This design comes from an exercise in tuning for small area, a short achievable clock period and few clock cycles on the open sky130 flow, not from production work. Only simulation tests tie the RTL to the original design; equivalence was not proved. Power figures rest on the tool's default switching activity, not on a simulated workload.

==> delta <==
==> flow/design.v <==
module lsb_index_enc #(
  parameter int NUM_COL   = 16,
  parameter int IDX_WIDTH = $clog2(NUM_COL)
) (
  input  logic [NUM_COL-1:0]   mask,
  output logic [NUM_COL-1:0]   low,
  output logic [IDX_WIDTH-1:0] index,
  output logic                 any_set,
  output logic [NUM_COL-1:0]   rest
);
  localparam int LVL = $clog2(NUM_COL);
  logic [NUM_COL-1:0] pre [LVL+1];
  logic [NUM_COL-1:0] below;
  always_comb begin
    pre[0] = mask;
    for (int k = 1; k <= LVL; k++) begin
      for (int i = 0; i < NUM_COL; i++) begin
        if (i >= (1 << (k - 1))) pre[k][i] = pre[k-1][i] | pre[k-1][i - (1 << (k - 1))];
        else                     pre[k][i] = pre[k-1][i];
      end
    end
  end
  assign below = {pre[LVL][NUM_COL-2:0], 1'b0};
  assign low   = mask & ~below;
  assign rest  = mask & below;
  always_comb begin
    index = '0;
    for (int i = 0; i < NUM_COL; i++) begin
      if (low[i]) index = index | IDX_WIDTH'(i);
    end
  end
  assign any_set = pre[LVL][NUM_COL-1];
endmodule
module act_buffer_sparse #(
  parameter int DATA_WIDTH = 8,
  parameter int NUM_COL    = 16,
  parameter int DEPTH      = 32,
  parameter int IDX_WIDTH  = $clog2(NUM_COL),
  parameter int ADDR_WIDTH = $clog2(DEPTH)
) (
  input  logic                             clk,
  input  logic                             reset,
  input  logic                             mode,
  input  logic                             wr_valid,
  output logic                             wr_ready,
  input  logic [NUM_COL-1:0]               wr_flag,
  input  logic [NUM_COL*DATA_WIDTH-1:0]    wr_data,
  input  logic                             rd_start,
  output logic                             rd_busy,
  output logic                             out_valid,
  input  logic                             out_ready,
  output logic [IDX_WIDTH-1:0]             out_index,
  output logic [DATA_WIDTH-1:0]            out_serial,
  output logic [NUM_COL*DATA_WIDTH-1:0]    out_parallel,
  output logic [NUM_COL-1:0]               out_flag,
  output logic [IDX_WIDTH:0]               row_nnz,
  output logic                             row_done,
  output logic [ADDR_WIDTH:0]              count,
  output logic                             empty,
  output logic                             full
);
  localparam int ROW_W  = NUM_COL * DATA_WIDTH;
  localparam int WORD_W = ROW_W + NUM_COL;
  localparam int HEAD   = DEPTH - 1;
  localparam int LVL    = $clog2(DEPTH);
  localparam int HALF   = NUM_COL / 2;
  localparam int HC_W   = $clog2(HALF + 1);
  localparam int NNZ_W  = IDX_WIDTH + 1;
  localparam logic [ADDR_WIDTH:0] DEPTH_CNT = (ADDR_WIDTH + 1)'(DEPTH);
  logic [WORD_W-1:0] stg [DEPTH];    
  logic [DEPTH-1:0]  vld;            
  logic              consumed;       
  logic              consumed_n;
  logic [DEPTH-1:0]  mv;             
  logic [DEPTH-1:0]  vld_n;
  logic [DEPTH-1:0]  free_n;         
  logic              wr_fire;
  always_comb begin
    vld_n[0] = mv[0] ? wr_fire : vld[0];
    for (int i = 1; i < DEPTH; i++) vld_n[i] = mv[i] ? vld[i-1] : vld[i];
  end
  logic [DEPTH-1:0] suf [LVL+1];
  always_comb begin
    suf[0] = ~vld_n;
    for (int k = 1; k <= LVL; k++) begin
      for (int i = 0; i < DEPTH; i++) begin
        if (i + (1 << (k - 1)) < DEPTH) suf[k][i] = suf[k-1][i] | suf[k-1][i + (1 << (k - 1))];
        else                            suf[k][i] = suf[k-1][i];
      end
    end
  end
  assign free_n = suf[LVL];
  always_ff @(posedge clk) begin
    if (reset) mv <= '1;
    else       mv <= free_n | {DEPTH{consumed_n}};
  end
  always_ff @(posedge clk) begin
    if (mv[0]) stg[0] <= {wr_flag, wr_data};
    for (int i = 1; i < DEPTH; i++) begin
      if (mv[i]) stg[i] <= stg[i-1];
    end
  end
  always_ff @(posedge clk) begin
    if (reset) vld <= '0;
    else       vld <= vld_n;
  end
  logic [NUM_COL-1:0]  pflag;
  logic [HC_W-1:0]     pc_lo, pc_hi;
  logic [HC_W-1:0]     pc_lo_q, pc_hi_q;
  logic [NNZ_W-1:0]    h_nnz;
  assign pflag = stg[HEAD-2][ROW_W +: NUM_COL];
  always_comb begin
    pc_lo = '0;
    pc_hi = '0;
    for (int c = 0; c < HALF; c++) begin
      pc_lo = pc_lo + HC_W'(pflag[c]);
      pc_hi = pc_hi + HC_W'(pflag[HALF + c]);
    end
  end
  always_ff @(posedge clk) begin
    if (mv[HEAD-1]) begin
      pc_lo_q <= pc_lo;
      pc_hi_q <= pc_hi;
    end
    if (mv[HEAD]) h_nnz <= NNZ_W'(pc_lo_q) + NNZ_W'(pc_hi_q);
  end
  logic [NUM_COL-1:0]    hflag;
  logic [ROW_W-1:0]      hdata;
  logic [ROW_W-1:0]      hmask;      
  logic                  hv;
  logic [NUM_COL-1:0]    h_low, h_rest;
  logic [IDX_WIDTH-1:0]  h_idx;
  logic                  h_any;
  logic [DATA_WIDTH-1:0] h_byte;
  logic [NUM_COL-1:0]    rem;        
  logic [NUM_COL-1:0]    r_low, r_rest;
  logic [IDX_WIDTH-1:0]  r_idx;
  logic                  r_any;
  logic [DATA_WIDTH-1:0] r_byte;
  assign hflag = stg[HEAD][ROW_W +: NUM_COL];
  assign hdata = stg[HEAD][ROW_W-1:0];
  assign hv    = vld[HEAD] && !consumed;
  lsb_index_enc #(.NUM_COL(NUM_COL), .IDX_WIDTH(IDX_WIDTH)) u_henc (
    .mask(hflag), .low(h_low), .index(h_idx), .any_set(h_any), .rest(h_rest)
  );
  lsb_index_enc #(.NUM_COL(NUM_COL), .IDX_WIDTH(IDX_WIDTH)) u_renc (
    .mask(rem), .low(r_low), .index(r_idx), .any_set(r_any), .rest(r_rest)
  );
  always_comb begin
    h_byte = '0;
    r_byte = '0;
    for (int c = 0; c < NUM_COL; c++) begin
      hmask[c*DATA_WIDTH +: DATA_WIDTH] = hdata[c*DATA_WIDTH +: DATA_WIDTH] & {DATA_WIDTH{hflag[c]}};
      h_byte = h_byte | (hdata[c*DATA_WIDTH +: DATA_WIDTH] & {DATA_WIDTH{h_low[c]}});
      r_byte = r_byte | (hdata[c*DATA_WIDTH +: DATA_WIDTH] & {DATA_WIDTH{r_low[c]}});
    end
  end
  logic                  busy, outv, pmode, pend, mode_q, rdone;
  logic [IDX_WIDTH-1:0]  oidx;
  logic [DATA_WIDTH-1:0] oser;
  logic [ROW_W-1:0]      opar;
  logic [NUM_COL-1:0]    oflag;
  logic [NNZ_W-1:0]      onnz;
  logic [ADDR_WIDTH:0]   cnt;
  logic                  full_q, empty_q, wrdy_q;
  logic                  acc_ok;     
  logic                  pgo_s, pgo_p;
  logic                  out_last;   
  logic                  h_multi, r_multi;
  logic [IDX_WIDTH-1:0]  r_idx_n;
  logic [DATA_WIDTH-1:0] r_byte_n;
  assign acc_ok   = !busy && !empty_q && hv;
  assign pgo_s    = pend && hv && !mode_q;
  assign pgo_p    = pend && hv && mode_q;
  assign out_last = pmode || !r_any;
  assign h_multi  = (h_rest != '0);
  assign r_multi  = (r_rest != '0);
  assign r_idx_n  = out_last ? '0 : r_idx;
  assign r_byte_n = out_last ? '0 : r_byte;
  logic                  acc, st_s, st_p, xfer;
  assign wr_fire = wr_valid && wrdy_q;
  assign acc     = rd_start && !busy && !empty_q;
  assign st_s    = (rd_start && !mode && acc_ok) || pgo_s;
  assign st_p    = (rd_start && mode && acc_ok) || pgo_p;
  assign xfer    = outv && out_ready;
  assign consumed_n = (consumed && !mv[HEAD]) || (st_s && !h_multi) ||
                      (xfer && (pmode || (r_any && !r_multi)));
  always_ff @(posedge clk) begin
    if (reset) begin
      consumed <= 1'b0;
      busy     <= 1'b0;
      outv     <= 1'b0;
      pmode    <= 1'b0;
      pend     <= 1'b0;
      mode_q   <= 1'b0;
      rdone    <= 1'b0;
      oidx     <= '0;
      oser     <= '0;
      opar     <= '0;
      oflag    <= '0;
      onnz     <= '0;
      rem      <= '0;
    end else begin
      consumed <= consumed_n;
      busy     <= acc || (busy && !rdone);
      if (!busy) mode_q <= mode;
      pend     <= (acc || pend) && !hv;
      if (st_p || st_s) pmode <= st_p;
      outv     <= st_p || (st_s && h_any) || (outv && !(out_ready && out_last));
      rdone    <= (st_s && !h_any) || (xfer && out_last);
      if (st_s) begin
        oidx <= h_idx;
        oser <= h_byte;
        rem  <= h_rest;
      end else if (xfer) begin
        oidx <= r_idx_n;
        oser <= r_byte_n;
        rem  <= r_rest;
      end
      opar <= ({ROW_W{st_p}} & hmask) | ({ROW_W{!out_ready}} & opar);
      if (st_p || st_s) begin
        oflag <= hflag;
        onnz  <= h_nnz;
      end else if (rdone) begin
        oflag <= '0;
        onnz  <= '0;
      end
    end
  end
  logic                  inc, dec;
  logic [ADDR_WIDTH:0]   cnt_p1, cnt_m1;
  logic                  cnt_top, cnt_one;
  assign inc     = wr_fire && !rdone;
  assign dec     = !wr_fire && rdone;
  assign cnt_p1  = cnt + (ADDR_WIDTH + 1)'(1);
  assign cnt_m1  = cnt - (ADDR_WIDTH + 1)'(1);
  assign cnt_top = (cnt == DEPTH_CNT - (ADDR_WIDTH + 1)'(1));
  assign cnt_one = (cnt == (ADDR_WIDTH + 1)'(1));
  always_ff @(posedge clk) begin
    if (reset) begin
      cnt     <= '0;
      full_q  <= 1'b0;
      empty_q <= 1'b1;
      wrdy_q  <= 1'b1;
    end else if (inc) begin
      cnt     <= cnt_p1;
      full_q  <= cnt_top;
      empty_q <= 1'b0;
      wrdy_q  <= !cnt_top;
    end else if (dec) begin
      cnt     <= cnt_m1;
      full_q  <= 1'b0;
      empty_q <= cnt_one;
      wrdy_q  <= 1'b1;
    end
  end
  assign out_parallel = opar;
  assign out_index    = oidx;
  assign out_serial   = oser;
  assign out_flag     = oflag;
  assign row_nnz      = onnz;
  assign row_done     = rdone;
  assign rd_busy      = busy;
  assign out_valid    = outv;
  assign count        = cnt;
  assign empty        = empty_q;
  assign full         = full_q;
  assign wr_ready     = wrdy_q;
endmodule
==> flow/run.sh <==
#!/bin/bash
# synth_recipe.tcl (not shown) runs the flow's synth.tcl, then flattens the netlist and writes it again
# the make line also repeats each setting of config.mk as NAME=value (left out here)
make -C /OpenROAD-flow-scripts/flow DESIGN_CONFIG=/design/flow/config.mk WORK_HOME=/design/flow/orfs CLKGATE_MAP_FILE= SYNTH_SCRIPT=/design/flow/synth_recipe.tcl finish
==> flow/config.mk <==
export PLATFORM = sky130hd
export DESIGN_NAME = act_buffer_sparse
export DESIGN_NICKNAME = act_buffer_sparse
export VERILOG_FILES = /design/flow/design.v
export SDC_FILE = /design/flow/constraint.sdc
export NUM_CORES = 4
export LEC_CHECK = 0
export CAP_MARGIN = 20
export CORE_MARGIN = 2
export CORE_UTILIZATION = 60
export SETUP_SLACK_MARGIN = 5
export SLEW_MARGIN = 20
export SYNTH_MEMORY_MAX_BITS = 8192
==> flow/constraint.sdc <==
create_clock -name core_clock -period 8.0 [get_ports {clk}]
set_input_delay 1.6000 -clock core_clock [delete_from_list [all_inputs] [get_ports {clk}]]
set_output_delay 1.6000 -clock core_clock [all_outputs]
set_load 0.01 [all_outputs]
==> pepper: changes against delta <==
--- a/flow/design.v
+++ b/flow/design.v
@@ -75,6 +75,10 @@
   logic [DEPTH-1:0]  vld_n;
   logic [DEPTH-1:0]  free_n;         
   logic              wr_fire;
+  logic [DEPTH-1:0]  free_q, nfree_q;
+  logic [DEPTH-1:0]  hold;
+  assign mv   = free_q | {DEPTH{consumed}};
+  assign hold = nfree_q & {DEPTH{!consumed}};
   always_comb begin
     vld_n[0] = mv[0] ? wr_fire : vld[0];
     for (int i = 1; i < DEPTH; i++) vld_n[i] = mv[i] ? vld[i-1] : vld[i];
@@ -91,36 +95,45 @@
   end
   assign free_n = suf[LVL];
   always_ff @(posedge clk) begin
-    if (reset) mv <= '1;
-    else       mv <= free_n | {DEPTH{consumed_n}};
-  end
-  always_ff @(posedge clk) begin
-    if (mv[0]) stg[0] <= {wr_flag, wr_data};
+    if (reset) begin
+      free_q  <= '1;
+      nfree_q <= '0;
+    end else begin
+      free_q  <= free_n;
+      nfree_q <= ~free_n;
+    end
+  end
+  always_ff @(posedge clk) begin
+    stg[0] <= ({wr_flag, wr_data} & {WORD_W{mv[0]}}) | (stg[0] & {WORD_W{hold[0]}});
     for (int i = 1; i < DEPTH; i++) begin
-      if (mv[i]) stg[i] <= stg[i-1];
+      stg[i] <= (stg[i-1] & {WORD_W{mv[i]}}) | (stg[i] & {WORD_W{hold[i]}});
     end
   end
   always_ff @(posedge clk) begin
     if (reset) vld <= '0;
     else       vld <= vld_n;
   end
-  logic [NUM_COL-1:0]  pflag;
-  logic [HC_W-1:0]     pc_lo, pc_hi;
+  localparam int QTR  = NUM_COL / 4;
+  localparam int QC_W = $clog2(QTR + 1);
+  logic [NUM_COL-1:0]  qflag;
+  logic [QC_W-1:0]     qc [4];
+  logic [QC_W-1:0]     qc_q [4];
   logic [HC_W-1:0]     pc_lo_q, pc_hi_q;
   logic [NNZ_W-1:0]    h_nnz;
-  assign pflag = stg[HEAD-2][ROW_W +: NUM_COL];
-  always_comb begin
-    pc_lo = '0;
-    pc_hi = '0;
-    for (int c = 0; c < HALF; c++) begin
-      pc_lo = pc_lo + HC_W'(pflag[c]);
-      pc_hi = pc_hi + HC_W'(pflag[HALF + c]);
-    end
-  end
-  always_ff @(posedge clk) begin
+  assign qflag = stg[HEAD-3][ROW_W +: NUM_COL];
+  always_comb begin
+    for (int q = 0; q < 4; q++) begin
+      qc[q] = '0;
+      for (int c = 0; c < QTR; c++) qc[q] = qc[q] + QC_W'(qflag[q*QTR + c]);
+    end
+  end
+  always_ff @(posedge clk) begin
+    if (mv[HEAD-2]) begin
+      for (int q = 0; q < 4; q++) qc_q[q] <= qc[q];
+    end
     if (mv[HEAD-1]) begin
-      pc_lo_q <= pc_lo;
-      pc_hi_q <= pc_hi;
+      pc_lo_q <= HC_W'(qc_q[0]) + HC_W'(qc_q[1]);
+      pc_hi_q <= HC_W'(qc_q[2]) + HC_W'(qc_q[3]);
     end
     if (mv[HEAD]) h_nnz <= NNZ_W'(pc_lo_q) + NNZ_W'(pc_hi_q);
   end
Settings changed: CTS_CLUSTER_DIAMETER set to 80, CTS_CLUSTER_SIZE set to 30.
==> notes <==
- Between delta and pepper, the lower clock power is in pepper (gap 73%, measured against pepper).
- In delta the register-to-register slack is better than in pepper, by 40 ps.
- Between pepper and delta, the lower sequential cell count is in delta (gap 43).
- Design area: delta is larger than pepper (7.8%).
- Between pepper and delta, the lower first-iteration DRC count is in delta (gap 45%, measured against delta).
- Of delta and pepper, pepper has the higher critical path depth (gap 8).
- Of delta and pepper, delta has the higher sequential share of layout area (gap 21 points).
- In pepper the power is smaller than in delta, by 21%.
- In synthesized area, delta and pepper hardly differ.
- delta completed without violations. pepper finished clean.
- Against pepper, the global-route usage of delta is lower by 4.4 points.
- Of delta and pepper, pepper has the higher synthesized cell count (gap 49%, measured against pepper).
==> figures <==
Result of the run: delta timing/DRC/antenna clean; pepper timing/DRC/antenna clean
Total wire length after detailed routing: delta 230000 um; pepper 303000 um
DP Cell Count: delta 9719; pepper 14.6k
Max FO, Critical Path: delta 2; pepper 14
Final cell count without fillers: delta 10.7k; pepper 14.9k
Stages on worst setup path: delta 1; pepper 9
Yosys warning total: delta 5; pepper 7
Filler cells: delta 14.7k; pepper 18.4k
Area growth from synthesis to final layout: delta 15.9%; pepper 7.48%
Worst Setup End Kind: delta primary output; pepper flip-flop
Start-to-end type of the worst setup path: delta reg2out; pepper reg2reg
Met3 wirelength from detailed routing: delta 10800 um; pepper 10300 um
Die span in x: delta 506 um; pepper 506 um
Share of the synthesized netlist area taken by xor and xnor gates: delta 0.000580; pepper 0.000579
Grt met1 use: delta 0.267; pepper 0.329
Startpoint of the most critical setup path: delta oidx[2]; pepper consumed
Num CTS Buffers: delta 465; pepper 192
Number of antenna repair diodes: delta 5; pepper 2
Starting Density: delta 0.602; pepper 0.602
Multiplexer fraction of the synthesized cell area: delta 0.00231; pepper 0.00219
Starting DRT DRC Count: delta 4099; pepper 5950
Adder and majority cell fraction of the synthesized area: delta 0.00242; pepper 0.00301
Routed length on met1: delta 102000 um; pepper 151000 um
Testbench counts of delta, summed over its fixed seeds: cycles 26,800.
Testbench counts of pepper, summed over its fixed seeds: cycles 26,800.

what the ideal ports hide:
The flow's constraints put no driver on any port. The routed layouts listed below were extracted and timed again, unchanged, in two steps. Step 1 sets driving cells, clkbuf_16 on the clock port and buf_2 on the other inputs (assumed; they add their load-dependent delay and slew). Step 2 also shifts input and output timing later by t, the mid clock arrival at the registers, as if the neighbouring blocks saw the same clock. a / b / c = no drivers / after step 1 / after step 2; a / b = the first two.
| run | shift t [ns] | setup slack, ns | pins driven straight from the clock port |
|---|---|---|---|
| delta | 1.028 | 4.962 / 4.871 / 4.100 | 1 |
| pepper | 0.960 | 4.932 / 4.901 / 4.124 | 1 |
After both steps every run listed still meets setup and hold. For delta, which loses most, drivers alone change the setup slack by -0.091 ns; drivers and shift together by -0.862 ns.
